Source: an optimization exercise on an open RTL-to-GDS flow (aim: small area, a short achievable clock period and few clock cycles per item). Production flows keep margins and buffers that such runs may drop. RTL that was checked went through simulation tests only; none was proved equivalent to the original. For runs 1 to 4, only the layout was checked, not whether the RTL still works.

<file path="design.v">
`timescale 1ns/1ps
`default_nettype none
module clyde_ctrl (
    input  logic       clk,
    input  logic       arst_n,
    input  logic       start,
    output logic       busy,
    output logic       done,
    output logic       cmd_load,
    output logic [3:0] w_even,
    output logic [3:0] w_odd
);
    localparam logic [3:0] W_INIT = 4'b0001;
    localparam logic [3:0] W_LAST = 4'b1100;
    logic [3:0] w_q;
    logic       last_step;
    logic [3:0] w_after;
    assign w_even    = w_q;
    assign w_odd     = {w_q[2:0], w_q[3] ^ w_q[0]};
    assign w_after   = {w_odd[2:0], w_odd[3] ^ w_odd[0]};
    assign cmd_load  = start & ~busy;
    assign last_step = (w_q == W_LAST);
    always_ff @(posedge clk) begin
        w_q <= busy ? w_after : W_INIT;
    end
    always_ff @(posedge clk or negedge arst_n) begin
        if (!arst_n) begin
            busy <= 1'b0;
            done <= 1'b0;
        end else begin
            done <= busy & last_step;
            busy <= cmd_load | (busy & ~last_step);
        end
    end
endmodule
`default_nettype wire
`timescale 1ns/1ps
`default_nettype none
module clyde_sbox_col (
    input  logic [3:0] x,
    output logic [3:0] y
);
    assign y[1] = (x[0] & x[1]) ^ x[2];
    assign y[0] = (x[3] & x[0]) ^ x[1];
    assign y[3] = (y[1] & x[3]) ^ x[0];
    assign y[2] = (y[0] & y[1]) ^ x[3];
endmodule
module clyde_sbox_layer (
    input  logic [127:0] state_in,
    output logic [127:0] state_out
);
    for (genvar c = 0; c < 32; c++) begin : g_col
        clyde_sbox_col u_col (
            .x ({state_in[96+c], state_in[64+c], state_in[32+c], state_in[c]}),
            .y ({state_out[96+c], state_out[64+c], state_out[32+c], state_out[c]})
        );
    end
endmodule
`default_nettype wire
`timescale 1ns/1ps
`default_nettype none
module clyde_lbox_layer (
    input  logic [127:0] state_in,
    input  logic [3:0]   w_value,
    output logic [127:0] state_out
);
    localparam int LB_ROT_A = 12;
    localparam int LB_ROT_B = 3;
    logic [31:0] r0, r1, r2, r3;
    logic [31:0] x_new0, y_new0, x_new1, y_new1;
    assign r0 = state_in[31:0];
    assign r1 = state_in[63:32];
    assign r2 = state_in[95:64];
    assign r3 = state_in[127:96];
    assign x_new0 = r0 ^ {r1[LB_ROT_A-1:0], r1[31:LB_ROT_A]};
    assign x_new1 = r2 ^ {r3[LB_ROT_A-1:0], r3[31:LB_ROT_A]};
    assign y_new0 = r1 ^ {x_new0[LB_ROT_B-1:0], x_new0[31:LB_ROT_B]};
    assign y_new1 = r3 ^ {x_new1[LB_ROT_B-1:0], x_new1[31:LB_ROT_B]};
    assign state_out = {y_new1[31:1], y_new1[0] ^ w_value[3],
                        x_new1[31:1], x_new1[0] ^ w_value[2],
                        y_new0[31:1], y_new0[0] ^ w_value[1],
                        x_new0[31:1], x_new0[0] ^ w_value[0]};
endmodule
`default_nettype wire
`timescale 1ns/1ps
`default_nettype none
module clyde_tweakey (
    input  logic         clk,
    input  logic         busy,
    input  logic [127:0] tweak,
    input  logic [127:0] key,
    output logic [127:0] tk_value
);
    logic [127:0] tweak_q;
    logic [127:0] tweak_d;
    assign tweak_d = busy ? {tweak_q[63:0], tweak_q[63:0] ^ tweak_q[127:64]} : tweak;
    always_ff @(posedge clk) begin
        tweak_q <= tweak_d;
    end
    assign tk_value = key ^ tweak_d;
endmodule
`default_nettype wire
`timescale 1ns/1ps
`default_nettype none
module clyde_datapath (
    input  logic         clk,
    input  logic [127:0] data_in,
    input  logic [127:0] key,
    input  logic [127:0] tweak,
    input  logic         busy,
    input  logic         cmd_load,
    input  logic [3:0]   w_even,
    input  logic [3:0]   w_odd,
    output logic [127:0] data_out
);
    logic [127:0] state_q;
    logic [127:0] state_d;
    logic [127:0] sbox_a, lbox_a, sbox_b, lbox_b;
    logic [127:0] tk_value;
    clyde_sbox_layer u_sbox_a (.state_in(state_q), .state_out(sbox_a));
    clyde_lbox_layer u_lbox_a (.state_in(sbox_a), .w_value(w_even), .state_out(lbox_a));
    clyde_sbox_layer u_sbox_b (.state_in(lbox_a), .state_out(sbox_b));
    clyde_lbox_layer u_lbox_b (.state_in(sbox_b), .w_value(w_odd), .state_out(lbox_b));
    clyde_tweakey u_tweakey (
        .clk      (clk),
        .busy     (busy),
        .tweak    (tweak),
        .key      (key),
        .tk_value (tk_value)
    );
    always_comb begin
        if (busy)          state_d = lbox_b ^ tk_value;
        else if (cmd_load) state_d = data_in ^ tk_value;
        else               state_d = state_q;
    end
    always_ff @(posedge clk) begin
        state_q <= state_d;
    end
    assign data_out = state_q;
endmodule
`default_nettype wire
`timescale 1ns/1ps
`default_nettype none
module clyde_top (
    input  logic         clk,
    input  logic         arst_n,
    input  logic         start,
    input  logic [127:0] data_in,
    input  logic [127:0] key,
    input  logic [127:0] tweak,
    output logic [127:0] data_out,
    output logic         busy,
    output logic         done
);
    logic       cmd_load;
    logic [3:0] w_even;
    logic [3:0] w_odd;
    clyde_ctrl u_ctrl (
        .clk      (clk),
        .arst_n   (arst_n),
        .start    (start),
        .busy     (busy),
        .done     (done),
        .cmd_load (cmd_load),
        .w_even   (w_even),
        .w_odd    (w_odd)
    );
    clyde_datapath u_datapath (
        .clk      (clk),
        .data_in  (data_in),
        .key      (key),
        .tweak    (tweak),
        .busy     (busy),
        .cmd_load (cmd_load),
        .w_even   (w_even),
        .w_odd    (w_odd),
        .data_out (data_out)
    );
endmodule
`default_nettype wire
</file>
<file path="run.sh">
#!/bin/bash
# synth_recipe.tcl (not shown) runs the flow's synth.tcl, then flattens the netlist and writes it again
# the make line also repeats each setting of config.mk as NAME=value (left out here)
make -C /OpenROAD-flow-scripts/flow DESIGN_CONFIG=/design/flow/config.mk WORK_HOME=/design/flow/orfs CLKGATE_MAP_FILE= SYNTH_SCRIPT=/design/flow/synth_recipe.tcl finish
</file>
<file path="config.mk">
export PLATFORM = sky130hd
export DESIGN_NAME = clyde_top
export DESIGN_NICKNAME = clyde_top
export VERILOG_FILES = /design/flow/design.v
export SDC_FILE = /design/flow/constraint.sdc
export NUM_CORES = 4
export LEC_CHECK = 0
export CAP_MARGIN = 20
export CORE_MARGIN = 2
export CORE_UTILIZATION = 40
export SLEW_MARGIN = 20
export SYNTH_HIERARCHICAL = 1
</file>
<file path="constraint.sdc">
create_clock -name core_clock -period 6.0 [get_ports {clk}]
set_input_delay 1.2000 -clock core_clock [delete_from_list [all_inputs] [get_ports {clk}]]
set_output_delay 1.2000 -clock core_clock [all_outputs]
set_load 0.01 [all_outputs]
</file>
==> results of run 1 <==
## final timing paths
check,to,slack (ps),cells after the start
max,u_datapath.state_q[115],1980,12
min,u_datapath.u_tweakey.tweak_q[107],520,1
max reg2reg,u_datapath.state_q[115],1980,12
min reg2reg,u_datapath.u_tweakey.tweak_q[107],520,1
max in group asynchronous,u_ctrl.busy,5000,1
min in group asynchronous,u_ctrl.busy,850,1
## logic make-up (layout without fill, tap and decap cells)
group	Yosys count	in the layout	share of synthesized area [%]
buf+inv	106	648	2.97
simple gates	393	393	8.51
mux	257	257	13.9
compound gates	385	385	11.8
flops	262	262	32.1
other cells	0	7	0
xor+xnor	713	713	30.7
## synth_stat cells
master / n / area share [%]
dfrtp_1: 2 / 0.25
xor2_1: 372 / 16
mux2_1: 1 / 0.055
xor2_2: 1 / 0.080
a311oi_1: 64 / 2.8
nor2b_1: 1 / 0.031
o22a_1: 1 / 0.043
nand4b_1: 1 / 0.043
nand2b_1: 1 / 0.031
buf_6: 19 / 1.0
edfxtp_1: 128 / 19
and2_1: 3 / 0.092
nand2_1: 193 / 3.6
a21oi_1: 256 / 6.3
a21oi_2: 64 / 2.8
nor2_1: 65 / 1.2
or2_1: 64 / 2.0
buf_4: 14 / 0.52
mux2_4: 50 / 3.7
buf_2: 9 / 0.22
nand3_1: 64 / 1.6
xnor2_1: 340 / 15
inv_1: 64 / 1.2
mux2i_1: 192 / 9.4
dfxtp_1: 132 / 13
or2_2: 1 / 0.031
mux2_2: 14 / 0.77
## layout make-up
| cell class | instances | area [um^2] |
|---|---|---|
| repair buffers | 521 | 5240 |
| fillers | 4503 | 22900 |
| inverters | 64 | 240 |
| multi-input cells | 1748 | 13200 |
| well taps | 672 | 841 |
| flip-flops and latches | 262 | 6540 |
| diodes | 7 | 17.5 |
| clock buffers | 49 | 1030 |
| clock inverters | 14 | 176 |
## registers in the layout, indices dropped and copies added (netlist names)
| register | cells |
|---|---|
| u_ctrl.done | 1 |
| u_ctrl.w_q | 4 |
| u_datapath.u_tweakey.tweak_q | 128 |
| u_ctrl.busy | 1 |
| u_datapath.state_q | 128 |
## through the flow
stage / instances / worst slack (ps) / hold slack [ps] / utilization [%]
CTS: 3330 / 2090 / 527 / 54.3
finish: 3337 / 1980 / 523 / 54.4
global route: 3336 / 1820 / 539 / 54.4
global placement: 3267 / 2160 / 505 / 51.9
floorplan: 2116 / 2680 / 443 / -
detailed placement: 3267 / 2120 / 514 / 51.9
## per-layer routing
layer | wire length [um] | share of wire, % | track usage [%] | up-vias
met1 | 27600 | 42 | 29.4 | 7910
li1 | - | - | - | 8322
met3 | 4220 | 6.4 | 5.32 | 96
met5 | 68 | 0.10 | 0 | -
met4 | 2150 | 3.3 | 8.77 | 10
met2 | 31700 | 48 | 41.4 | 456
## modules after synthesis, one instance, submodules excluded, excerpt
module            flops+latches  cells inside
clyde_datapath              128           400
clyde_tweakey               128           533
clyde_lbox_layer              0           132
clyde_ctrl                    6            23
clyde_sbox_col                0            14
## worst max-delay path: cells and delay by family, from the launching register on
family	cells	cell delay (ps)
compound gates	3	940
mux	2	200
flops	1	510
simple gates	2	310
xor+xnor	5	1790
## cell usage in the layout, fill, tap and decap left out, types with 38 or more instances in the layout
master / n
nand3_1: 64
clkbuf_16: 38
a21oi_1: 256
a311oi_1: 64
mux2_4: 50
or2_1: 64
a21oi_2: 64
mux2i_1: 192
inv_1: 64
xor2_1: 372
xnor2_1: 340
edfxtp_1: 128
nor2_1: 65
nand2_1: 193
dfxtp_1: 132
clkdlybuf4s50_1: 516
==> impl_metrics.toml, run 1 <==
[sta]
clock_skew_ps = 26.3
worst_pin_slew_ps = 973
drv_slew = 0
fmax_mhz = 249
min_period_ps = 4020
setup_viol = 0
relSlewSlack_pct = 35.1
hold_violations = 0
setup_tns_ps = 0
rsz0062_at_grt = "no"
min_period_over_period_pct = 66.9

[logic_synthesis]
ys_seq_area_share_pct = 32.1
netlist_instances = 2116
synth_warnings = 9
syn_nets = 2503
ys_types = 27
synth_seq_cells = 262
synth_area_per_cell_um2 = 9.63
synthesis.area_mm2 = 0.0204

[cts]
clk_latency_ps = 550
cts.clk_slew.worst_paths_ps = 50
numCtsBuffers = 35
root_buffer = "clkbuf_16"
cts_buffer_depth = 3
h-tree-depth = 2
clkSinkCount = 262
ctsResizeCount = 0
ctsHoldBuffers = 0
cts_setup_buffers = 0
cts_tree = "built"

[routing]
drc_errors = 0
routed_wirelength_mm = 65.8
vias = 16794
ant_nets = 0
viasPerCell = 5.03
drt_first_pass_iters = 5
drt_iter0_drc = 799
avgRoutedWirePerCell_um = 19.7

[die]
die_w_um = 230
rows = 82
die_y_um = 230
dieArea_mm2 = 0.0528
ios = 517
coreArea_mm2 = 0.0503
initial_core_util_pct = 40.5

[final_layout]
postLayoutCellArea_mm2 = 0.0273
areaGrowthSynthToFinish_pct = 34.1
fin_nets = 3019
drive_gt1_share_pct = 7.15

[place]
dpl_cell_area_mm2 = 0.0261
place.gp.congestion = 0.888
dp.final_hpwl_mm = 52.4
placement.io_buffers = 516

[global_routing]
antenna_found_initial = 12
grt_usage_pct = 24.1
overflow = 0
grt_pass1_vias = 16855
grt_max_degree = 122
grt_pass1_wl_mm = 97.6

[setup_path]
worstPathMaxFanout = 8
r2r-start = "u_datapath.state_q[69]"
slowest_stage = "xor2_1"
crit_path_start_kind = "flop"
critPathKind = "flop to flop"
path_cells = "nand2_1 > mux2i_1 > a21oi_1 > xor2_1 > xor2_1 > or2_1 > a21oi_1 > a311oi_1 > xor2_1 > xor2_1 > mux2i_1 > xnor2_1"
endpoint_kind = "flop"
critPathLaunch = "u_datapath.state_q[69]"
cp.arrival_ps = 4300
cp_common_cell = "xor2_1"
slowest_delay_ps = 620
cp_data_required_time_ps = 6280

[min_path]
worstHoldStart = "u_datapath.u_tweakey.tweak_q[43]"
hold_class = "flop to flop"

[status]
status = "timing/DRC/antenna clean"

[job]
cap_violations = 0
==> inputs of run 2 (changes only) <==
==> flow/run.sh (new file) <==
#!/bin/bash
# Standard layout, with plain buf_1 cells as the port buffers in place of the
# delay buffers buffer_ports picks by default. Every port still gets a buffer.
set -euo pipefail
export BUFFER_PORTS_ARGS="-buffer_cell sky130_fd_sc_hd__buf_1"
bash standard.sh > standard_flow.log 2>&1
==> standard.sh (new file) <==
#!/bin/bash
# synth_recipe.tcl (not shown) runs the flow's synth.tcl, then flattens the netlist and writes it again
# the make line also repeats each setting of config.mk as NAME=value (left out here)
make -C /OpenROAD-flow-scripts/flow DESIGN_CONFIG=/design/flow/config.mk WORK_HOME=/design/flow/orfs CLKGATE_MAP_FILE= SYNTH_SCRIPT=/design/flow/synth_recipe.tcl "${@:-finish}"
removed: run.sh
==> impl_metrics.toml, run 2 <==
[cts]
cts_buffer_depth = 3
cts_tree = "built"
cts.clk_slew.worst_paths_ps = 60
cts_setup_buffers = 0
clk_latency_ps = 570
root_buffer = "clkbuf_16"
h-tree-depth = 1
ctsHoldBuffers = 0
ctsResizeCount = 0
clkSinkCount = 262
numCtsBuffers = 31

[logic_synthesis]
synth_warnings = 9
ys_top_cells_by_area = "edfxtp_1 (19%), xor2_1 (16%), xnor2_1 (15%)"
async_reset_ff_share_pct = 0.763
netlist_instances = 2116
synthesis.area_mm2 = 0.0204
ys_seq_area_share_pct = 32.1
synth_area_per_cell_um2 = 9.63
synth-edff-count = 128
syn_nets = 2503
yosysMostFrequentCell = "xor2_1"
synth_common_cells = "xor2_1 (372), xnor2_1 (340), a21oi_1 (256)"
ys_types = 27
synth_top_cell_by_area = "edfxtp_1"
synth_seq_cells = 262
synth_top_area_share_pct = 18.9
synth_flop_cell = "dfxtp_1"

[final_layout]
layout_common_cells = "buf_1 (516), xor2_1 (372), xnor2_1 (340)"
drive_gt1_share_pct = 6.75
fin_nets = 3015
instances_no_fill = 3327
fillers = 4914
areaGrowthSynthToFinish_pct = 17.1
post-route-util_pct = 47.5
reg_top3 = "u_datapath.state_q x128, u_datapath.u_tweakey.tweak_q x128, u_ctrl.w_q x4"
layout_commonest_cell = "buf_1"

[global_routing]
grt_max_degree = 136
overflow = 0
grt_usage_pct = 22.4
grt_pass1_wl_mm = 92.5
antenna_found_initial = 7
grt_pass1_vias = 16358

[die]
ios = 517
initial_core_util_pct = 40.5
rows = 82
dieArea_mm2 = 0.0528
die_w_um = 230
coreArea_mm2 = 0.0503
die_y_um = 230

[routing]
drc_errors = 0
route.top_layer_used = "met5"
dr_wl_met2_mm = 30.2
drt_iter0_drc = 910
met1Wirelength_mm = 26.2
avgRoutedWirePerCell_um = 18.7
routed_wirelength_mm = 62.1
viasPerCell = 5.08
routed-wl-met3_mm = 3.54
ant_nets = 0
vias = 16902
drt_first_pass_iters = 5

[setup_path]
cp.arrival_ps = 4230
cp_num_buf_inv = 0
critPathKind = "flop to flop"
path_cells = "nand2_1 > mux2i_1 > a21oi_1 > xor2_1 > xor2_1 > or2_1 > a21oi_1 > a311oi_1 > xor2_1 > xor2_1 > mux2i_1 > xnor2_1"
cp_top_family = "XOR/XNOR gates"
cp_common_cell = "xor2_1"
slowest_delay_ps = 580
crit_path_start_kind = "flop"
endpoint_kind = "flop"
slowest_stage = "xor2_1"
cp_data_required_time_ps = 6300
worstPathMaxFanout = 8

[sta]
relSlewSlack_pct = 32.9
drv_slew = 0
hold_violations = 0
fmax_mhz = 254
clock_skew_ps = 15.5
min_period_over_period_pct = 65.5
worst_pin_slew_ps = 1010
rsz0062_at_grt = "no"
setup_viol = 0
min_period_ps = 3930
setup_tns_ps = 0

[min_path]
hold_class = "input port to async pin"

[status]
status = "timing/DRC/antenna clean"

[place]
dp.final_hpwl_mm = 49.8
place.gp.congestion = 0.897
placement.io_buffers = 516
placedCellCount = 3267

[job]
cap_violations = 0
run 2: stage by stage:
| stage | hold WS [ps] | worst slack, ps | instance area (um^2) |
|---|---|---|---|
| 2_1_floorplan | 443 | 2680 | 20400 |
| 3_3_place_gp | 503 | 2200 | 22900 |
| 3_5_place_dp | 511 | 2130 | 22900 |
| 4_1_cts | 397 | 2120 | 23900 |
| 5_1_grt | 415 | 1800 | 23900 |
| 6_report | 430 | 2070 | 23900 |
run 2: layout make-up:
class / instances / area (um^2) / share of cell area (%)
timing repair buffer: 521 / 2010 / 8.43
sequential: 262 / 6540 / 27.4
clock inverter: 7 / 62.6 / 0.262
antenna: 4 / 10.0 / 0.0419
inverter: 64 / 240 / 1.01
tap: 672 / 841 / 3.52
multi-input combinational: 1748 / 13200 / 55.5
clock buffer: 49 / 926 / 3.88
run 2: modules after synthesis (local to each module, per instance), a selection:
| module | cell area (um^2) | flops+latches | cells inside | times used |
|---|---|---|---|---|
| clyde_datapath | 6410 | 128 | 400 | 1 |
| clyde_tweakey | 6110 | 128 | 533 | 1 |
| clyde_lbox_layer | 1160 | 0 | 132 | 2 |
| clyde_ctrl | 259 | 6 | 23 | 1 |
| clyde_sbox_col | 82.6 | 0 | 14 | 64 |
run 2: cells by family (layout without fill, tap and decap cells):
group | Yosys count | after routing | share of synthesized area [%]
muxes | 257 | 257 | 13.9
and+or+nand+nor | 393 | 393 | 8.51
AOI/OAI and AO/OA | 385 | 385 | 11.8
xor gates and xnor gates | 713 | 713 | 30.7
buffers and inverters | 106 | 641 | 2.97
other | 0 | 4 | 0
DFF | 262 | 262 | 32.1
run 2: routing by layer:
metal / GRT usage, % / up-vias
met1: 28.2 / 7995
met3: 3.75 / 98
met2: 39.0 / 473
li1: - / 8328
met5: 0 / -
met4: 6.94 / 8
run 2: worst paths after layout:
path                                                  startpoint                                end  slack (ps)  cells after the start
worst min-delay path                                      arst_n                        u_ctrl.busy         430                      1
worst min register to register  u_datapath.u_tweakey.tweak_q[37]  u_datapath.u_tweakey.tweak_q[101]         520                      1
worst max-delay path                      u_datapath.state_q[64]            u_datapath.state_q[110]        2070                     12
min in group core_clock         u_datapath.u_tweakey.tweak_q[37]  u_datapath.u_tweakey.tweak_q[101]         520                      1
max in group asynchronous                                 arst_n                        u_ctrl.busy        5400                      1
worst max register to register            u_datapath.state_q[64]            u_datapath.state_q[110]        2070                     12
==> inputs of run 3 (changes only) <==
--- a/config.mk
+++ b/config.mk
@@ -8,5 +8,6 @@
 export CAP_MARGIN = 20
 export CORE_MARGIN = 2
 export CORE_UTILIZATION = 40
+export SETUP_SLACK_MARGIN = 2.4
 export SLEW_MARGIN = 20
 export SYNTH_HIERARCHICAL = 1
==> impl_metrics.toml, run 3 <==
[logic_synthesis]
synth_flop_cell = "dfxtp_1"
syn_nets = 2503
synth_seq_cells = 262
yosysMostFrequentCell = "xor2_1"
synth_top_area_share_pct = 18.9
synthesis.area_mm2 = 0.0204
synth_common_cells = "xor2_1 (372), xnor2_1 (340), a21oi_1 (256)"
synth_area_per_cell_um2 = 9.63
async_reset_ff_share_pct = 0.763
netlist_instances = 2116
synth_top_cell_by_area = "edfxtp_1"
synth_warnings = 9
ys_types = 27
ys_top_cells_by_area = "edfxtp_1 (19%), xor2_1 (16%), xnor2_1 (15%)"
synth-edff-count = 128
ys_seq_area_share_pct = 32.1

[routing]
routed_wirelength_mm = 63.8
dr_wl_met2_mm = 31.5
ant_nets = 0
avgRoutedWirePerCell_um = 18.9
drt_first_pass_iters = 5
drt_iter0_drc = 996
vias = 17188
viasPerCell = 5.10
routed-wl-met3_mm = 3.70
drc_errors = 0
met1Wirelength_mm = 26.5
route.top_layer_used = "met5"

[setup_path]
cp.arrival_ps = 3890
critPathKind = "flop to flop"
cp_data_required_time_ps = 6310
rr_worst_depth = 10
worstPathMaxFanout = 7
crit_path_start_kind = "flop"
endpoint_kind = "flop"

[cts]
cts.clk_slew.worst_paths_ps = 60
clk_latency_ps = 580
numCtsBuffers = 31
root_buffer = "clkbuf_16"
h-tree-depth = 1
clkSinkCount = 262
cts_tree = "built"
cts_buffer_depth = 3

[final_layout]
layout_commonest_cell = "buf_1"
areaGrowthSynthToFinish_pct = 25.0
seq_area_mm2 = 0.00654
multi_input_area_mm2 = 0.0145
fillers = 4752
reg_top3 = "u_datapath.state_q x128, u_datapath.u_tweakey.tweak_q x128, u_ctrl.w_q x4"
fin_nets = 3062
instances_no_fill = 3373
drive_gt1_share_pct = 15.0
layout_common_cells = "buf_1 (516), xnor2_1 (308), xor2_1 (278)"

[place]
placement.io_buffers = 516
dp.final_hpwl_mm = 49.8
placedCellCount = 3267
place.gp.congestion = 0.897

[global_routing]
grt_pass1_vias = 16493
grt_pass1_wl_mm = 93.3
overflow = 0
grt_max_degree = 136
grt_usage_pct = 22.6
antenna_found_initial = 7

[sta]
relSlewSlack_pct = 33.4
min_period_ps = 3580
rsz0062_at_grt = "yes"
drv_slew = 0
min_period_over_period_pct = 59.7
fmax_mhz = 279
clock_skew_ps = 20.4
worst_pin_slew_ps = 1000
hold_violations = 0
setup_viol = 0
setup_tns_ps = 0

[status]
status = "timing/DRC/antenna clean"

[job]
cap_violations = 0

[die]
die_y_um = 230
dieArea_mm2 = 0.0528
rows = 82
ios = 517
die_w_um = 230
coreArea_mm2 = 0.0503
initial_core_util_pct = 40.5

[min_path]
hold_class = "input port to async pin"
## run 3: cell counts after synthesis
Identical to the previous run, type by type.
## run 3: final cells by class
cell class | instances | share of cell area, %
diodes | 3 | 0.0295
clock inverters | 7 | 0.245
repair buffers | 568 | 9.28
flip-flops and latches | 262 | 25.7
multi-input cells | 1748 | 56.9
clock buffers | 49 | 3.63
well taps | 672 | 3.30
inverters | 64 | 0.943
## run 3: repair_timing
action                                 4_1_cts  5_1_grt
cloned                                       0        0
pin swaps                                    4       15
endpoints found under the hold margin        0        0
resized for setup                           63      124
buffers inserted                             1       46
hold buffers                                 0        0
setup endpoints to repair                   45       97
## run 3: metal layers
| layer | track usage, % | vias to the layer above |
|---|---|---|
| met2 | 39.4 | 511 |
| met3 | 3.82 | 108 |
| met1 | 28.4 | 8250 |
| li1 | - | 8311 |
| met5 | 0 | - |
| met4 | 6.88 | 8 |
## run 3: final timing paths
check                           slack (ps)                             start                           endpoint
worst min-delay path                   430                            arst_n                        u_ctrl.busy
max in group asynchronous             5400                            arst_n                        u_ctrl.busy
worst max-delay path                  2420            u_datapath.state_q[53]            u_datapath.state_q[119]
worst min register to register         520  u_datapath.u_tweakey.tweak_q[47]  u_datapath.u_tweakey.tweak_q[111]
min in group core_clock                520  u_datapath.u_tweakey.tweak_q[47]  u_datapath.u_tweakey.tweak_q[111]
worst max register to register        2420            u_datapath.state_q[53]            u_datapath.state_q[119]
## run 3: logic make-up (layout without fill, tap and decap cells)
logic type             Yosys count  after routing  share of synthesized area (%)
other                            0              3                              0
AND/OR/NAND/NOR                393            393                           8.51
buffers and inverters          106            688                           2.97
multiplexers                   257            257                           13.9
flip-flops                     262            262                           32.1
XOR/XNOR                       713            713                           30.7
AO/OA/AOI/OAI                  385            385                           11.8
## run 3: per-module statistics from Yosys, one instance, submodules excluded, a selection
module            flip-flops and latches  area [um^2]  times used
clyde_sbox_col                         0         82.6          64
clyde_tweakey                        128         6110           1
clyde_lbox_layer                       0         1160           2
clyde_ctrl                             6          259           1
clyde_datapath                       128         6410           1
## run 3: worst max-delay path, cell delays in order, from the launching register on
cell	delay, ps
edfxtp_1	480
nand2_1	100
xnor2_1	570
xor2_2	410
xor2_1	420
mux2i_1	140
a21oi_1	390
xor2_1	350
xor2_1	210
mux2i_1	110
xnor2_1	130
## run 3: stage by stage
stage / worst slack [ps] / utilization [%] / area [um^2] / hold WS (ps)
global route: 2240 / 50.7 / 25500 / 415
finish: 2420 / 50.7 / 25500 / 431
floorplan: 2680 / - / 20400 / 443
CTS: 2330 / 48.3 / 24300 / 397
global placement: 2200 / 45.5 / 22900 / 503
detailed placement: 2130 / 45.5 / 22900 / 511
==> inputs of run 4 (changes only) <==
--- a/config.mk
+++ b/config.mk
@@ -8,6 +8,6 @@
 export CAP_MARGIN = 20
 export CORE_MARGIN = 2
 export CORE_UTILIZATION = 40
-export SETUP_SLACK_MARGIN = 2.4
+export SETUP_SLACK_MARGIN = 3.0
 export SLEW_MARGIN = 20
 export SYNTH_HIERARCHICAL = 1
==> impl_metrics.toml, run 4 <==
[routing]
vias = 20565
routed_wirelength_mm = 80.7
drt_first_pass_iters = 5
drt_iter0_drc = 1251
avgRoutedWirePerCell_um = 20.5
drc_errors = 0
viasPerCell = 5.23
ant_nets = 0

[setup_path]
critPathKind = "flop to flop"
slowest_stage = "edfxtp_1"
cp_top_family = "XOR/XNOR gates"
cp_num_buf_inv = 1
cp.arrival_ps = 3650
cp_data_required_time_ps = 6330
worstPathMaxFanout = 7
slowest_delay_ps = 510
path_cells = "nand2_2 > buf_4 > mux2i_2 > a21oi_4 > xor2_4 > xor2_4 > a21oi_1 > a311oi_2 > xor2_2 > xor2_1 > mux2i_1 > xnor2_1"
crit_path_start_kind = "flop"
cp_common_cell = "xor2_4"
endpoint_kind = "flop"

[sta]
fin_hold_ws_ps = 392
drv_slew = 0
min_period_over_period_pct = 55.3
hold_violations = 0
setup_viol = 0
rsz0062_at_grt = "yes"
setup_tns_ps = 0
fmax_mhz = 301
clock_skew_ps = 23.7
relSlewSlack_pct = 37.1
worst_pin_slew_ps = 944
min_period_ps = 3320

[global_routing]
grt_pass1_vias = 19755
grt_max_degree = 117
overflow = 0
antenna_found_initial = 7
grt_pass1_wl_mm = 108
grt_usage_pct = 26.0

[die]
ios = 517
initial_core_util_pct = 40.5
die_w_um = 230
coreArea_mm2 = 0.0503
dieArea_mm2 = 0.0528
die_y_um = 230
rows = 82

[final_layout]
layout_common_cells = "buf_4 (561), buf_1 (516), xnor2_1 (220)"
fin_nets = 3619
layout_commonest_cell = "buf_4"
drive_gt1_share_pct = 41.6
areaGrowthSynthToFinish_pct = 65.4
post-route-util_pct = 67.1
instances_no_fill = 3935
reg_top3 = "u_datapath.state_q x128, u_datapath.u_tweakey.tweak_q x128, u_ctrl.w_q x4"

[cts]
clkSinkCount = 262
cts_tree = "built"
clk_latency_ps = 600
numCtsBuffers = 31
h-tree-depth = 1
cts_buffer_depth = 3
cts.clk_slew.worst_paths_ps = 60
root_buffer = "clkbuf_16"

[logic_synthesis]
synthesis.area_mm2 = 0.0204
ys_types = 27
synth_top_area_share_pct = 18.9
synth_flop_cell = "dfxtp_1"
syn_nets = 2503
ys_top_cells_by_area = "edfxtp_1 (19%), xor2_1 (16%), xnor2_1 (15%)"
synth_common_cells = "xor2_1 (372), xnor2_1 (340), a21oi_1 (256)"
synth_seq_cells = 262
synth-edff-count = 128
synth_warnings = 9
netlist_instances = 2116
yosysMostFrequentCell = "xor2_1"
async_reset_ff_share_pct = 0.763
synth_area_per_cell_um2 = 9.63
ys_seq_area_share_pct = 32.1
synth_top_cell_by_area = "edfxtp_1"

[place]
placedCellCount = 3267
dp.final_hpwl_mm = 49.0
place.gp.congestion = 0.895
placement.io_buffers = 516

[job]
cap_violations = 0

[min_path]
hold_class = "input port to async pin"

[status]
status = "timing/DRC/antenna clean"
[run 4: final timing paths]
path / from / to / slack [ps] / cells past startpoint
max: u_datapath.state_q[81] / u_datapath.state_q[127] / 2680 / 12
min: arst_n / u_ctrl.busy / 390 / 1
max reg2reg: u_datapath.state_q[81] / u_datapath.state_q[127] / 2680 / 12
min reg2reg: u_datapath.u_tweakey.tweak_q[55] / u_datapath.u_tweakey.tweak_q[119] / 520 / 1
max in group asynchronous: arst_n / u_ctrl.busy / 5470 / 1
min in group core_clock: u_datapath.u_tweakey.tweak_q[55] / u_datapath.u_tweakey.tweak_q[119] / 520 / 1
[run 4: layout make-up]
class | instances | area, um^2
well taps | 672 | 841
multi-input cells | 1748 | 18400
fillers | 3588 | 16600
inverters | 64 | 240
clock inverters | 11 | 60.1
diodes | 7 | 17.5
flip-flops and latches | 262 | 6540
repair buffers | 1125 | 6750
clock buffers | 46 | 842
[run 4: worst register-to-register path: cells and delay by family, from the launching register on]
| family | cells | cell delay, ps |
|---|---|---|
| xor gates and xnor gates | 5 | 1240 |
| AOI/OAI and AO/OA | 3 | 810 |
| muxes | 2 | 230 |
| DFF | 1 | 510 |
| and+or+nand+nor | 1 | 140 |
| buffers and inverters | 1 | 120 |
[run 4: layer usage]
metal	vias to the layer above	routed length (um)	GRT usage, %
met5	-	0	0
met2	815	41100	47.0
met3	254	4900	3.89
met4	0	4430	9.84
li1	9374	-	-
met1	10122	30200	31.0
[run 4: Yosys stat by module (local to each module, per instance), a selection]
module / cells inside / cell area (um^2)
clyde_ctrl: 23 / 259
clyde_tweakey: 533 / 6110
clyde_lbox_layer: 132 / 1160
clyde_datapath: 400 / 6410
clyde_sbox_col: 14 / 82.6
[run 4: cells by family after synthesis]
family                    count (synthesis)  synth area share (%)
and+or+nand+nor                         393                  8.51
buffers and inverters                   106                  2.97
DFF                                     262                  32.1
muxes                                   257                  13.9
AOI/OAI and AO/OA                       385                  11.8
xor gates and xnor gates                713                  30.7
[run 4: repair_timing]
item / in CTS / in global routing
hold endpoints to repair: 0 / 0
hold buffers: 0 / 0
setup endpoints to repair: 129 / 122
pin swaps: 192 / 275
buffers inserted: 358 / 246
gates resized for setup: 484 / 306
[run 4: through the flow]
step                worst slack (ps)  area, um^2
finish                          2680       33700
global placement                2160       22900
floorplan                       2900       20400
global route                    2580       33700
detailed placement              2090       22900
CTS                             2880       30000
==> inputs of run 5 (changes only) <==
--- a/design.v
+++ b/design.v
@@ -36,14 +36,22 @@
 `default_nettype wire
 `timescale 1ns/1ps
 `default_nettype none
+module clyde_andxor (
+    input  logic a,
+    input  logic b,
+    input  logic c,
+    output logic y
+);
+    assign y = (a & b) ^ c;
+endmodule
 module clyde_sbox_col (
     input  logic [3:0] x,
     output logic [3:0] y
 );
-    assign y[1] = (x[0] & x[1]) ^ x[2];
-    assign y[0] = (x[3] & x[0]) ^ x[1];
-    assign y[3] = (y[1] & x[3]) ^ x[0];
-    assign y[2] = (y[0] & y[1]) ^ x[3];
+    clyde_andxor u_y1 (.a(x[0]), .b(x[1]), .c(x[2]), .y(y[1]));
+    clyde_andxor u_y0 (.a(x[3]), .b(x[0]), .c(x[1]), .y(y[0]));
+    clyde_andxor u_y3 (.a(y[1]), .b(x[3]), .c(x[0]), .y(y[3]));
+    clyde_andxor u_y2 (.a(y[0]), .b(y[1]), .c(x[3]), .y(y[2]));
 endmodule
 module clyde_sbox_layer (
     input  logic [127:0] state_in,
--- a/config.mk
+++ b/config.mk
@@ -8,6 +8,6 @@
 export CAP_MARGIN = 20
 export CORE_MARGIN = 2
 export CORE_UTILIZATION = 40
-export SETUP_SLACK_MARGIN = 3.0
+export SETUP_SLACK_MARGIN = 2.4
 export SLEW_MARGIN = 20
 export SYNTH_HIERARCHICAL = 1
==> impl_metrics.toml, run 5 <==
[sta]
setup_tns_ps = 0
setup_viol = 0
clock_skew_ps = 15.2
rsz0062_at_grt = "yes"
relSlewSlack_pct = 36.0
drv_slew = 0
min_period_over_period_pct = 59.6
worst_pin_slew_ps = 959
fin_ws_ps = 2420
fmax_mhz = 280
hold_violations = 0
min_period_ps = 3580

[cts]
root_buffer = "clkbuf_16"
numCtsBuffers = 31
clk_latency_ps = 590
cts_buffer_depth = 3
clkSinkCount = 262
cts.clk_slew.worst_paths_ps = 60
ctsHoldBuffers = 0
cts_tree = "built"
h-tree-depth = 1

[global_routing]
gr-usage-met1_pct = 27.8
overflow = 0
grt_pass1_wl_mm = 82.1
gr-usage-met3_pct = 4.31
top_usage_layer = "met2"
antenna_found_initial = 4
grt_pass1_vias = 14209
grtUsageMet2_pct = 40.8
grt_usage_pct = 22.8
grt_max_degree = 129

[setup_path]
cp.arrival_ps = 3910
crit_path_start_kind = "flop"
cp_data_required_time_ps = 6330
path_cells = "nand2_1 > xnor2_4 > nand2_1 > xnor2_4 > xor2_2 > xor2_2 > nand2_1 > xnor2_1 > nand2_1 > xnor2_1 > xor2_1 > xor2_1 > mux2i_1 > xnor2_1"
slowest_stage = "edfxtp_1"
endpoint_kind = "flop"
rr_worst_depth = 14
reg2reg_slack_ps = 2420
cp_common_cell = "nand2_1"
critPathKind = "flop to flop"
worstPathMaxFanout = 4
slowest_delay_ps = 440
r2r-start = "u_datapath.state_q[5]"
r2r-end = "u_datapath.state_q[115]"

[routing]
ant_nets = 0
drt_iter0_drc = 822
drc_errors = 0
vias = 14340
viasPerCell = 4.75
avgRoutedWirePerCell_um = 19.4
drt_first_pass_iters = 5
routed_wirelength_mm = 58.7

[logic_synthesis]
synth_top_cell_by_area = "xnor2_1"
synth_common_cells = "xnor2_1 (468), xor2_1 (372), nand2_1 (257)"
ys_types = 22
async_reset_ff_share_pct = 0.763
synth_flop_cell = "dfxtp_1"
synth-edff-count = 128
yosysMostFrequentCell = "xnor2_1"
synth_warnings = 9
ys_seq_area_share_pct = 35.7
ys_top_cells_by_area = "xnor2_1 (22%), edfxtp_1 (21%), xor2_1 (18%)"
synth_seq_cells = 262
syn_nets = 2119
synthesis.area_mm2 = 0.0183
synth_area_per_cell_um2 = 10.6
synth_top_area_share_pct = 22.4
netlist_instances = 1732

[place]
pre_cts_ws_ps = 1740
place.gp.congestion = 0.878
placedCellCount = 2810
placement.io_buffers = 516
dp.final_hpwl_mm = 44.7

[die]
die_w_um = 218
die_y_um = 218
coreArea_mm2 = 0.0453
ios = 517
dieArea_mm2 = 0.0475
initial_core_util_pct = 40.4
rows = 78

[final_layout]
layout_commonest_cell = "buf_1"
drive_gt1_share_pct = 24.6
fin_nets = 2773
instances_no_fill = 3019
fillers = 3883
reg_top3 = "u_datapath.state_q x128, u_datapath.u_tweakey.tweak_q x128, u_ctrl.w_q x4"
areaGrowthSynthToFinish_pct = 42.2
layout_common_cells = "buf_1 (516), xnor2_1 (299), xor2_1 (283)"

[min_path]
hold_class = "input port to async pin"

[status]
status = "timing/DRC/antenna clean"

[job]
cap_violations = 0
[run 5: cell count changes in the layout (fill, tap and decap cells not counted), sizes merged, moves of 3 or more]
cell / previous run / this run
inv: 64 / 3
nand2: 193 / 257
xnor2: 340 / 468
buf: 1125 / 663
bufinv: 0 / 5
a21oi: 320 / 64
or2: 65 / 1
a311oi: 64 / 0
clkbuf: 46 / 41
clkinv: 9 / 6
nand3: 64 / 0
mux2i: 192 / 128
[run 5: worst max path at each step]
stage,cells after the start,slack (ps),end,startpoint
6_report,14,2420,u_datapath.state_q[115],u_datapath.state_q[5]
3_3_place_gp,12,1650,u_datapath.state_q[120],u_datapath.state_q[19]
4_1_cts,12,2330,u_datapath.state_q[115],u_datapath.state_q[17]
3_5_place_dp,12,1740,u_datapath.state_q[100],u_datapath.state_q[51]
5_1_grt,14,2160,u_datapath.state_q[115],u_datapath.state_q[5]
2_1_floorplan,2,2680,u_datapath.state_q[0],start
[run 5: cell type report]
cell class | instances | area, um^2 | share of cell area, %
antenna | 8 | 20.0 | 0.0769
clock buffer | 41 | 843 | 3.24
clock inverter | 17 | 225 | 0.866
multi-input combinational | 1428 | 14500 | 55.7
sequential | 262 | 6540 | 25.1
tap | 600 | 751 | 2.89
timing repair buffer | 663 | 3150 | 12.1
[run 5: cells by family after synthesis]
logic type,after synthesis,share of synthesized area [%]
xor gates and xnor gates,841,40.3
and+or+nand+nor,329,6.86
DFF,262,35.7
muxes,193,12.0
AOI/OAI and AO/OA,65,3.11
buffers and inverters,42,1.99
[run 5: per-layer routing]
| metal | vias to the layer above | share of wire [%] | wire, um |
|---|---|---|---|
| met5 | - | 0.022 | 13 |
| met1 | 6948 | 40 | 23300 |
| met3 | 71 | 6.1 | 3590 |
| met2 | 460 | 52 | 30400 |
| met4 | 2 | 2.5 | 1450 |
| li1 | 6859 | - | - |
[run 5: worst max-delay path, delay by kind of cell, from the launching register on]
kind | cells | cell delay [ps]
XOR/XNOR | 9 | 2210
AND/OR/NAND/NOR | 4 | 570
multiplexers | 1 | 110
flip-flops | 1 | 440
[run 5: stage by stage]
step / hold WS, ps / cell area, um^2 / util, %
finish: 386 / 26000 / 57.5
global route: 354 / 26000 / 57.4
CTS: 348 / 23000 / 50.9
detailed placement: 514 / 20700 / 45.7
global placement: 503 / 20700 / 45.7
floorplan: 443 / 18300 / -
[run 5: per-module statistics from Yosys (local to each module, per instance), excerpt]
module,cells,cell area (um^2)
clyde_ctrl,23,259
clyde_datapath,400,6410
clyde_lbox_layer,132,1160
clyde_andxor,2,12.5
clyde_tweakey,533,6110
[run 5: timing repair]
item	in CTS	in global routing
pin swaps	8	62
hold endpoints to repair	0	0
buffers inserted	19	124
setup endpoints to repair	77	68
resized for setup	140	226
Testbench counts of run 5, summed over its fixed seeds: cycles 1,800, blocks 256.
==> inputs of run 6 (changes only) <==
--- a/config.mk
+++ b/config.mk
@@ -8,6 +8,5 @@
 export CAP_MARGIN = 20
 export CORE_MARGIN = 2
 export CORE_UTILIZATION = 40
-export SETUP_SLACK_MARGIN = 2.4
 export SLEW_MARGIN = 20
 export SYNTH_HIERARCHICAL = 1
==> impl_metrics.toml, run 6 <==
[logic_synthesis]
synth_top_cell_by_area = "xnor2_1"
synth-edff-count = 128
async_reset_ff_share_pct = 0.763
synth_flop_cell = "dfxtp_1"
ys_types = 22
synthesis.area_mm2 = 0.0183
synth_common_cells = "xnor2_1 (468), xor2_1 (372), nand2_1 (257)"
synth_area_per_cell_um2 = 10.6
netlist_instances = 1732
ys_top_cells_by_area = "xnor2_1 (22%), edfxtp_1 (21%), xor2_1 (18%)"
synth_warnings = 9
yosysMostFrequentCell = "xnor2_1"
syn_nets = 2119
synth_top_area_share_pct = 22.4
ys_seq_area_share_pct = 35.7
synth_seq_cells = 262

[sta]
fin_ws_ps = 1660
hold_violations = 0
rsz0062_at_grt = "no"
setup_tns_ps = 0
drv_slew = 0
min_period_ps = 4340
clock_skew_ps = 16.4
worst_pin_slew_ps = 949
min_period_over_period_pct = 72.4
fmax_mhz = 230
relSlewSlack_pct = 36.3
setup_viol = 0
fin_hold_ws_ps = 389

[final_layout]
fin_nets = 2630
fillers = 4329
layout_common_cells = "buf_1 (516), xnor2_1 (468), xor2_1 (372)"
areaGrowthSynthToFinish_pct = 19.0
instances_no_fill = 2876
reg_top3 = "u_datapath.state_q x128, u_datapath.u_tweakey.tweak_q x128, u_ctrl.w_q x4"
drive_gt1_share_pct = 8.07
layout_commonest_cell = "buf_1"
postLayoutCellArea_mm2 = 0.0218
post-route-util_pct = 48.1

[place]
dpl_cell_area_mm2 = 0.0207
pre_cts_ws_ps = 1740
dp.final_hpwl_mm = 44.7
place.gp.congestion = 0.878
placedCellCount = 2810
placement.io_buffers = 516

[die]
dieArea_mm2 = 0.0475
die_y_um = 218
coreArea_mm2 = 0.0453
initial_core_util_pct = 40.4
die_w_um = 218
ios = 517
rows = 78

[routing]
routed_wirelength_mm = 54.6
avgRoutedWirePerCell_um = 19.0
drt_first_pass_iters = 5
drt_iter0_drc = 686
viasPerCell = 4.71
vias = 13551
ant_nets = 0
drc_errors = 0

[setup_path]
endpoint_kind = "flop"
worstPathMaxFanout = 4
cp.arrival_ps = 4680
r2r-start = "u_datapath.state_q[19]"
r2r-end = "u_datapath.state_q[100]"
cp_data_required_time_ps = 6340
critPathKind = "flop to flop"
rr_worst_depth = 12
crit_path_start_kind = "flop"
reg2reg_slack_ps = 1660

[job]
cap_violations = 0

[cts]
cts_setup_buffers = 0
ctsResizeCount = 0
clk_latency_ps = 590
cts_buffer_depth = 3
cts_tree = "built"
h-tree-depth = 1
cts.clk_slew.worst_paths_ps = 60
root_buffer = "clkbuf_16"
numCtsBuffers = 31
clkSinkCount = 262
ctsHoldBuffers = 0

[global_routing]
antenna_found_initial = 4
grt_usage_pct = 22.2
overflow = 0
grt_pass1_vias = 13843
grt_pass1_wl_mm = 80.2
grt_max_degree = 129

[min_path]
hold_class = "input port to async pin"

[status]
status = "timing/DRC/antenna clean"
run 6: cell count changes in the layout (fill, tap and decap cells not counted), sizes merged:
| cell | previous run | this run |
|---|---|---|
| buf | 663 | 520 |
run 6: layout make-up:
class / instances / area, um^2 / share of cell area (%)
clock inverters: 17 / 225 / 1.03
repair buffers: 520 / 2000 / 9.20
well taps: 600 / 751 / 3.45
flip-flops and latches: 262 / 6540 / 30.0
multi-input cells: 1428 / 11400 / 52.3
clock buffers: 41 / 843 / 3.87
diodes: 8 / 20.0 / 0.0919
run 6: worst max-delay path: stages (launching register included):
cell      delay [ps]
edfxtp_1         410
nand2_1           90
xnor2_1          750
nand2_1          150
xnor2_1          240
xor2_1           180
xnor2_1          780
nand2_1          160
xnor2_1          580
xor2_1           320
xor2_1           180
mux2i_1          110
xnor2_1          150
run 6: per-layer routing:
layer	track usage [%]	share of wire [%]	up-vias	wire length, um
met3	4.35	6.6	55	3610
li1	-	-	6651	-
met5	0	0.024	-	13
met2	39.8	50	442	27300
met4	5.60	2.3	2	1230
met1	27.2	41	6401	22400
run 6: per-module statistics from Yosys (local to each module, per instance), excerpt:
module            cell area (um^2)  cells inside  flip-flops and latches
clyde_tweakey                 6110           533                     128
clyde_andxor                  12.5             2                       0
clyde_ctrl                     259            23                       6
clyde_lbox_layer              1160           132                       0
clyde_datapath                6410           400                     128
run 6: logic make-up (layout without fill, tap and decap cells):
kind of cell,Yosys count,after routing,share of synthesized area [%]
muxes,193,193,12.0
AOI/OAI and AO/OA,65,65,3.11
and+or+nand+nor,329,329,6.86
buffers and inverters,42,578,1.99
other,0,8,0
xor gates and xnor gates,841,841,40.3
DFF,262,262,35.7
run 6: how the worst max path moves through the flow:
stage | end | start | slack (ps)
global route | u_datapath.state_q[100] | u_datapath.state_q[2] | 1380
CTS | u_datapath.state_q[100] | u_datapath.state_q[19] | 1710
detailed placement | u_datapath.state_q[100] | u_datapath.state_q[51] | 1740
global placement | u_datapath.state_q[120] | u_datapath.state_q[19] | 1650
finish | u_datapath.state_q[100] | u_datapath.state_q[19] | 1660
floorplan | u_datapath.state_q[0] | start | 2680
==> inputs of run 7 (changes only) <==
--- a/config.mk
+++ b/config.mk
@@ -7,6 +7,8 @@
 export LEC_CHECK = 0
 export CAP_MARGIN = 20
 export CORE_MARGIN = 2
-export CORE_UTILIZATION = 40
+export CORE_UTILIZATION = 70
+export PLACE_DENSITY = 0.8
+export SETUP_SLACK_MARGIN = 2.4
 export SLEW_MARGIN = 20
 export SYNTH_HIERARCHICAL = 1
==> impl_metrics.toml, run 7 <==
[status]
status = "timing/DRC/antenna clean"

[setup_path]
cp.arrival_ps = 4360
slowest_stage = "edfxtp_1"
worstPathMaxFanout = 4
cp_data_required_time_ps = 6300
critPathKind = "flop to flop"
endpoint_kind = "flop"
r2r-start = "u_datapath.state_q[0]"
r2r-end = "u_datapath.state_q[110]"
reg2reg_slack_ps = 1950
rr_worst_depth = 14
crit_path_start_kind = "flop"
cp_common_cell = "nand2_1"
cp_num_buf_inv = 0
path_cells = "nand2_1 > xnor2_2 > nand2_1 > xnor2_2 > xor2_2 > xor2_1 > nand2_1 > xnor2_1 > nand2_1 > xnor2_1 > xor2_1 > xor2_1 > mux2i_1 > xnor2_1"
cp_top_family = "XOR/XNOR gates"
slowest_delay_ps = 450

[logic_synthesis]
syn_nets = 2119
synth-compound-area-share_pct = 3.11
ys_types = 22
synth_top_area_share_pct = 22.4
yosys.area_share.simple_pct = 6.86
async_reset_ff_share_pct = 0.763
netlist_instances = 1732
ys_seq_area_share_pct = 35.7
synth_warnings = 9
synth_top_cell_by_area = "xnor2_1"
synth_common_cells = "xnor2_1 (468), xor2_1 (372), nand2_1 (257)"
synth_flop_cell = "dfxtp_1"
yosysMostFrequentCell = "xnor2_1"
synthAdderAreaFrac_pct = 0
synth_area_per_cell_um2 = 10.6
ys_top_cells_by_area = "xnor2_1 (22%), edfxtp_1 (21%), xor2_1 (18%)"
synthesis.area_mm2 = 0.0183
synth_top_family_by_area = "XOR/XNOR gates"
synth_seq_cells = 262
synth-edff-count = 128
synthMuxAreaShare_pct = 12.0
synth-xor-area-share_pct = 40.3

[sta]
worst_pin_slew_ps = 1060
setup_viol = 0
fin_ws_ps = 1950
rsz0062_at_grt = "yes"
setup_tns_ps = 0
min_period_over_period_pct = 67.5
clock_skew_ps = 27.5
hold_violations = 0
min_period_ps = 4050
drv_slew = 0
fmax_mhz = 247
relSlewSlack_pct = 29.0

[die]
rows = 59
ios = 517
initial_core_util_pct = 70.8
coreArea_mm2 = 0.0258
die_w_um = 166
die_y_um = 166
dieArea_mm2 = 0.0274

[routing]
viasPerCell = 5.94
avgRoutedWirePerCell_um = 24.7
drt_first_pass_iters = 5
ant_nets = 0
drt_iter0_drc = 1775
routed_wirelength_mm = 66.1
vias = 15940
drc_errors = 0

[global_routing]
antenna_found_initial = 6
grt_usage_pct = 37.5
grt_pass1_vias = 14742
grt_max_degree = 147
grt_pass1_wl_mm = 80.9
overflow = 0

[cts]
ctsHoldBuffers = 0
clkSinkCount = 262
numCtsBuffers = 29
h-tree-depth = 1
root_buffer = "clkbuf_16"
clk_latency_ps = 560
cts.clk_slew.worst_paths_ps = 60
cts_buffer_depth = 3
cts_tree = "built"

[min_path]
hold_class = "input port to async pin"

[place]
pre_cts_ws_ps = 1900
placedCellCount = 2547
placement.io_buffers = 516
dp.final_hpwl_mm = 41.7
dpl_cell_area_mm2 = 0.0204
place.gp.congestion = 0.943

[final_layout]
layout_common_cells = "buf_1 (516), xnor2_1 (335), xor2_1 (303)"
layout_commonest_cell = "buf_1"
reg_top3 = "u_datapath.state_q x128, u_datapath.u_tweakey.tweak_q x128, u_ctrl.w_q x4"
fin_nets = 2706
postLayoutCellArea_mm2 = 0.0239
areaGrowthSynthToFinish_pct = 30.8
drive_gt1_share_pct = 19.7
instances_no_fill = 2682
fillers = 950

[job]
cap_violations = 0
## run 7: timing repair
| action | CTS | global route |
|---|---|---|
| setup buffers | 3 | 73 |
| setup endpoints to repair | 50 | 75 |
| pin swaps | 4 | 32 |
| gates resized for setup | 77 | 176 |
## run 7: per-layer routing
layer	up-vias	track usage (%)	share of wire, %
li1	6742	-	-
met1	7595	44.8	33
met2	1209	65.9	49
met3	394	6.16	9.2
met4	0	18.1	9.0
met5	-	0	0
## run 7: per-stage QoR
| step | util, % | hold WS, ps |
|---|---|---|
| 2_1_floorplan | - | 443 |
| 3_3_place_gp | 78.8 | 502 |
| 3_5_place_dp | 78.8 | 511 |
| 4_1_cts | 84.8 | 431 |
| 5_1_grt | 92.6 | 457 |
| 6_report | 92.7 | 451 |
## run 7: worst max path at each step
stage	depth (start not counted)	startpoint	to
CTS	12	u_datapath.state_q[2]	u_datapath.state_q[100]
global route	15	u_datapath.state_q[45]	u_datapath.state_q[123]
floorplan	2	start	u_datapath.state_q[0]
global placement	14	u_datapath.state_q[22]	u_datapath.state_q[100]
finish	14	u_datapath.state_q[0]	u_datapath.state_q[110]
detailed placement	14	u_datapath.state_q[22]	u_datapath.state_q[100]
## run 7: area by class of cell
class	count	area (um^2)	share of cell area, %
multi-input combinational	1428	13500	56.3
sequential	262	6540	27.3
timing repair buffer	598	2560	10.7
clock buffer	40	828	3.46
tap	335	419	1.75
clock inverter	13	97.6	0.408
antenna	6	15.0	0.0627
## run 7: cell families (layout without fill, tap and decap cells)
kind of cell	after synthesis	after routing
AO/OA/AOI/OAI	65	65
XOR/XNOR	841	841
buffers and inverters	42	651
flip-flops	262	262
multiplexers	193	193
other	0	6
AND/OR/NAND/NOR	329	329
## run 7: worst reg2reg max path, delay by kind of cell (launching register included)
family / cells / cell delay [ps]
flops: 1 / 450
xor+xnor: 9 / 2660
mux: 1 / 130
simple gates: 4 / 560
## run 7: per-module statistics from Yosys, one instance, submodules excluded, a selection
module	times used	flops+latches
clyde_datapath	1	128
clyde_andxor	256	0
clyde_ctrl	1	6
clyde_tweakey	1	128
clyde_lbox_layer	2	0
==> inputs of run 8 (changes only) <==
--- a/config.mk
+++ b/config.mk
@@ -7,8 +7,7 @@
 export LEC_CHECK = 0
 export CAP_MARGIN = 20
 export CORE_MARGIN = 2
-export CORE_UTILIZATION = 70
-export PLACE_DENSITY = 0.8
+export CORE_UTILIZATION = 60
 export SETUP_SLACK_MARGIN = 2.4
 export SLEW_MARGIN = 20
 export SYNTH_HIERARCHICAL = 1
==> impl_metrics.toml, run 8 <==
[cts]
root_buffer = "clkbuf_16"
clkSinkCount = 262
cts_buffer_depth = 3
numCtsBuffers = 30
clk_latency_ps = 560
ctsHoldBuffers = 0
h-tree-depth = 1
cts.clk_slew.worst_paths_ps = 60
cts_tree = "built"

[global_routing]
gr-usage-met1_pct = 39.5
grt_usage_pct = 32.6
grt_pass1_wl_mm = 78.1
top_usage_layer = "met2"
antenna_found_initial = 8
grt_max_degree = 111
overflow = 0
gr-usage-met3_pct = 5.75
grt_pass1_vias = 13938
grtUsageMet2_pct = 57.9

[die]
rows = 63
coreArea_mm2 = 0.0298
dieArea_mm2 = 0.0319
ios = 517
die_y_um = 179
die_w_um = 179
initial_core_util_pct = 61.4

[sta]
fmax_mhz = 267
min_period_ps = 3740
worst_pin_slew_ps = 997
hold_violations = 0
fin_ws_ps = 2260
clock_skew_ps = 16.0
drv_slew = 0
setup_viol = 0
min_period_over_period_pct = 62.4
relSlewSlack_pct = 33.6
setup_tns_ps = 0
rsz0062_at_grt = "yes"

[logic_synthesis]
netlist_instances = 1732
synth_flop_cell = "dfxtp_1"
ys_seq_area_share_pct = 35.7
synth_top_cell_by_area = "xnor2_1"
ys_types = 22
synth_top_area_share_pct = 22.4
synthesis.area_mm2 = 0.0183
synth_warnings = 9
ys_top_cells_by_area = "xnor2_1 (22%), edfxtp_1 (21%), xor2_1 (18%)"
synth_area_per_cell_um2 = 10.6
yosysMostFrequentCell = "xnor2_1"
synth-edff-count = 128
synth_common_cells = "xnor2_1 (468), xor2_1 (372), nand2_1 (257)"
synth_seq_cells = 262
async_reset_ff_share_pct = 0.763
syn_nets = 2119

[setup_path]
critPathKind = "flop to flop"
cp_data_required_time_ps = 6300
cp.arrival_ps = 4050
endpoint_kind = "flop"
rr_worst_depth = 14
worstPathMaxFanout = 4
crit_path_start_kind = "flop"

[routing]
drc_errors = 0
ant_nets = 0
routed_wirelength_mm = 57.5
viasPerCell = 5.29
avgRoutedWirePerCell_um = 20.9
drt_first_pass_iters = 5
drt_iter0_drc = 1035
vias = 14557

[final_layout]
postLayoutCellArea_mm2 = 0.0244
fin_nets = 2716
layout_common_cells = "buf_1 (516), xnor2_1 (331), xor2_1 (294)"
reg_top3 = "u_datapath.state_q x128, u_datapath.u_tweakey.tweak_q x128, u_ctrl.w_q x4"
areaGrowthSynthToFinish_pct = 33.4
fillers = 1830
multi_input_area_mm2 = 0.0137
layout_commonest_cell = "buf_1"
drive_gt1_share_pct = 20.7
seq_area_mm2 = 0.00654

[place]
dpl_cell_area_mm2 = 0.0204
dp.final_hpwl_mm = 43.0
placement.io_buffers = 516
pre_cts_ws_ps = 1880
place.gp.congestion = 0.905

[job]
cap_violations = 0

[min_path]
hold_class = "input port to async pin"

[status]
status = "timing/DRC/antenna clean"
## run 8: per-layer routing
metal / vias to the layer above / wire length (um)
li1: 6747 / -
met1: 7024 / 21300
met2: 661 / 29500
met3: 123 / 4560
met4: 2 / 2100
met5: - / 13
## run 8: repair_timing
item / CTS / global route
buffers inserted: 4 / 81
pin swaps: 4 / 39
endpoints found under the setup margin: 58 / 74
gates resized for setup: 78 / 197
## run 8: logic make-up (layout without fill, tap and decap cells)
| kind of cell | after synthesis | count (layout) | share of synthesized area (%) |
|---|---|---|---|
| compound gates | 65 | 65 | 3.11 |
| other cells | 0 | 8 | 0 |
| flops | 262 | 262 | 35.7 |
| buf+inv | 42 | 663 | 1.99 |
| xor+xnor | 841 | 841 | 40.3 |
| mux | 193 | 193 | 12.0 |
| simple gates | 329 | 329 | 6.86 |
## run 8: worst max-delay path, stage by stage (launching register included)
cell and delay (ps):
edfxtp_1 460, nand2_1 100, xnor2_1 410, nand2_1 130, xnor2_1 260, xor2_2 300
xor2_2 230, nand2_1 100, xnor2_1 280, nand2_1 130, xnor2_1 220, xor2_1 270
xor2_1 270, mux2i_1 170, xnor2_1 170
## run 8: stage by stage
step | hold slack (ps) | utilization [%] | instances
finish | 421 | 81.9 | 2751
global route | 420 | 81.9 | 2748
CTS | 402 | 74.2 | 2662
detailed placement | 511 | 68.5 | 2602
global placement | 502 | 68.5 | 2602
floorplan | 443 | - | 1732
## run 8: per-module statistics from Yosys (local to each module, per instance), excerpt
module,flip-flops and latches,area (um^2),cells inside
clyde_tweakey,128,6110,533
clyde_lbox_layer,0,1160,132
clyde_ctrl,6,259,23
clyde_datapath,128,6410,400
clyde_andxor,0,12.5,2
## run 8: path summary, 6_finish.rpt
check	startpoint	end	slack [ps]
setup / recovery	u_datapath.state_q[119]	u_datapath.state_q[113]	2260
hold / removal	arst_n	u_ctrl.done	420
setup reg to reg	u_datapath.state_q[119]	u_datapath.state_q[113]	2260
hold reg to reg	u_datapath.u_tweakey.tweak_q[19]	u_datapath.u_tweakey.tweak_q[83]	520
max in group asynchronous	arst_n	u_ctrl.busy	5430
min in group core_clock	u_datapath.u_tweakey.tweak_q[19]	u_datapath.u_tweakey.tweak_q[83]	520
## run 8: area by class of cell
class | instances | area share, %
diodes | 8 | 0.0820
multi-input cells | 1428 | 56.0
flip-flops and latches | 262 | 26.8
clock buffers | 38 | 3.46
repair buffers | 607 | 10.9
clock inverters | 18 | 0.805
well taps | 390 | 2.00

## re-timing with driven ports
In the flow no input, the clock included, has a driving cell. The finished layouts below were timed again as built, in two steps.
Step 1, drivers: a clkbuf_16 drives clk and a buf_2 each remaining input, both assumed.
Step 2 adds t to the input delays and takes it off the output delays; t is the mean of the earliest and latest rising clock arrival at the registers after step 1. Input paths then give back, and output paths get back, about the clock's delay inside the block.
Three values: ideal ports, drivers, drivers and shift; two values: the first two.
run | t, ns | setup WS [ns] | worst hold slack (ns) | worst data-port slew with drivers (ns) | cell pins on the clock port's net
run 1 | 0.593 | 1.983 / 1.983 / 1.983 | 0.523 / 0.523 / 0.523 | 0.11 | 1
run 2 | 0.618 | 2.069 / 2.069 / 2.069 | 0.430 / 0.398 / 0.525 | 0.12 | 1
run 3 | 0.621 | 2.419 / 2.419 / 2.419 | 0.431 / 0.399 / 0.522 | 0.12 | 1
run 4 | 0.645 | 2.682 / 2.682 / 2.682 | 0.392 / 0.357 / 0.522 | 0.09 | 1
run 5 | 0.637 | 2.423 / 2.423 / 2.423 | 0.386 / 0.381 / 0.525 | 0.11 | 1
run 6 | 0.633 | 1.656 / 1.656 / 1.656 | 0.389 / 0.385 / 0.525 | 0.11 | 1
run 7 | 0.604 | 1.948 / 1.948 / 1.948 | 0.451 / 0.464 / 0.526 | 0.14 | 1
run 8 | 0.605 | 2.256 / 2.256 / 2.256 | 0.421 / 0.462 / 0.523 | 0.10 | 1
After both steps setup and hold are still met in every run listed.
